This is an optimization exercise on Yosys and OpenROAD, whose aim is small area, a short achievable clock period and few clock cycles, not a production implementation. In this exercise RTL edits were held to simulation tests only and were not proved equivalent to the original. Power is estimated from default activity; no workload was simulated.

## job 6324
// ls1u_subsys
module ls1u_subsys (
    input  logic                         clk,
    input  logic                         WAIT,
    input  logic                         int_req,
    input  logic [ls1u_pkg::ADDR_W-1:0]  ivec_addr,
    output logic                         in_isr,
    output logic [ls1u_pkg::ADDR_W-1:0]  iaddr,
    output logic [ls1u_pkg::ADDR_W-1:0]  iaddr_next,
    input  logic [ls1u_pkg::INSTR_W-1:0] instr,
    output logic                         st_valid,
    output logic [ls1u_pkg::ADDR_W-1:0]  st_addr,
    output logic [ls1u_pkg::DATA_W-1:0]  st_data
);
For scale: ~7,200 cells after synthesis, roughly 2,200 flip-flops, ~130 I/O pins, roughly 82,000 um2 of cells after synthesis.
clock: 10.0 ns
lec_check: 0
cap_margin: 20
core_margin: 2
core_utilization: 50
cts_buf_list: sky130_fd_sc_hd__clkbuf_16
cts_cluster_diameter: 75
cts_cluster_size: 30
setup_slack_margin: 5
slew_margin: 20
synth_hierarchical: 1
tns_end_percent: 0
run.sh (not shown) runs the stock make flow with config.mk's settings and CLKGATE_MAP_FILE= SYNTH_SCRIPT=/design/flow/synth_recipe.tcl, a recipe that flattens the netlist after the stock synthesis.
Testbench counts of job 6324, summed over its fixed seeds: cycles 7,711.
#### Input delta (job 6686 over job 6324)
==> flow/flow/run.sh (new file) <==
#!/bin/bash
set -euo pipefail
export CTS_ARGS="-sink_clustering_enable -repair_clock_nets -sink_clustering_size 30 -sink_clustering_max_diameter 75 -buf_list sky130_fd_sc_hd__clkbuf_16 -dont_use_dummy_load"
bash standard.sh finish > standard_flow.log 2>&1
==> flow/standard.sh (new file) <==
#!/bin/bash
# synth_recipe.tcl (not shown) runs the flow's synth.tcl, then flattens the netlist and writes it again
# the make line also repeats each setting of config.mk as NAME=value (left out here)
make -C /OpenROAD-flow-scripts/flow DESIGN_CONFIG=/design/flow/config.mk WORK_HOME=/design/flow/orfs CLKGATE_MAP_FILE= SYNTH_SCRIPT=/design/flow/synth_recipe.tcl "${@:-finish}"
-- flow/config.mk --
<<< job 6324, line 15
export SLEW_MARGIN = 20
export SYNTH_HIERARCHICAL = 1
export TNS_END_PERCENT = 0
>>> job 6686, line 15
export SLEW_MARGIN = 20
export SYNTH_HIERARCHICAL = 1
removed: flow/run.sh
Job 6686 reports its highest-delay cell along the critical path as sky130_fd_sc_hd__nor3_4 while job 6324 reports sky130_fd_sc_hd__or4_4.
Compared with job 6324, job 6686 shows a combinational power that is about 10% lower.
Re via density per instance: job 6686 is 1.4% up on job 6324.
Where worst-case setup margin in the final layout is concerned, job 6324 is outperformed by job 6686.
diff inputs: job 6686 => job 2904
==> flow/run.sh (new file) <==
#!/bin/bash
# synth_recipe.tcl (not shown) runs the flow's synth.tcl, then flattens the netlist and writes it again
# the make line also repeats each setting of config.mk as NAME=value (left out here)
make -C /OpenROAD-flow-scripts/flow DESIGN_CONFIG=/design/flow/config.mk WORK_HOME=/design/flow/orfs CLKGATE_MAP_FILE= SYNTH_SCRIPT=/design/flow/synth_recipe.tcl finish
==> flow/config.mk <==
export PLATFORM = sky130hd
export DESIGN_NAME = ls1u_subsys
export DESIGN_NICKNAME = ls1u_subsys
export VERILOG_FILES = /design/flow/design.v
export SDC_FILE = /design/flow/constraint.sdc
export NUM_CORES = 4
export LEC_CHECK = 0
export CAP_MARGIN = 10
export CORE_MARGIN = 2
export CORE_UTILIZATION = 50
export CTS_BUF_LIST = sky130_fd_sc_hd__clkbuf_16
export CTS_CLUSTER_DIAMETER = 75
export CTS_CLUSTER_SIZE = 30
export SETUP_SLACK_MARGIN = 5
export SLEW_MARGIN = 10
export SYNTH_HIERARCHICAL = 1
removed: flow/flow/run.sh
removed: flow/standard.sh
Results
Job 2904 completed end to end with timing, DRC and antenna clean. Highest-delay cell along the critical path = sky130_fd_sc_hd__and4_1: job 2904; highest-delay cell along the critical path = sky130_fd_sc_hd__nor3_4: job 6686. Job 2904 vs job 6686, post-synthesis to final-layout area growth went up by 1.6 points. ~same total wire length in job 6686 and job 2904. Cell depth of the worst min-delay path came out exactly the same in job 6686 and job 2904. The post-placement cell count was comparable across job 6686 and job 2904. Total area of sequential cells essentially unchanged between job 6686 and job 2904. Job 2904: combinational fraction of design power is 0.4 points lower than what job 6686 reported. On sum of buffers and inverters on the critical path: between job 6686 and job 2904, it ends up higher for job 6686. From job 2904 to job 6686, number of buffer cells added on primary ports did not move at all.

==> static timing again, ports no longer ideal <==
No port has a modelled driver above. Below, the same layouts with a new extraction and two added sets of constraints.
Step 1 assumes that a clkbuf_16 drives the clock port and a buf_2 every other input.
Step 2 also shifts input and output timing later by t, the mid clock arrival at the registers, as if the neighbouring blocks saw the same clock.
Three values: no drivers, after step 1, after step 2; two values: the first two.
| run | t, ns | slack for setup (ns) | worst setup path at the end | worst register clock-pin slew, ns | cell pins on the clock port's net |
|---|---|---|---|---|---|
| job 6324 | 0.873 | 4.240 / 4.240 / 3.514 | input to register | 0.11 / 0.11 | 1 |
| job 6686 | 0.862 | 4.446 / 4.413 / 4.413 | input to output | 0.11 / 0.11 | 1 |
| job 2904 | 0.883 | 4.487 / 4.402 / 4.408 | input to register | 0.12 / 0.12 | 1 |
After both steps every run listed still meets setup and hold. For job 6324, which loses most, drivers alone change the setup slack by 0.000 ns; drivers and shift together by -0.726 ns.
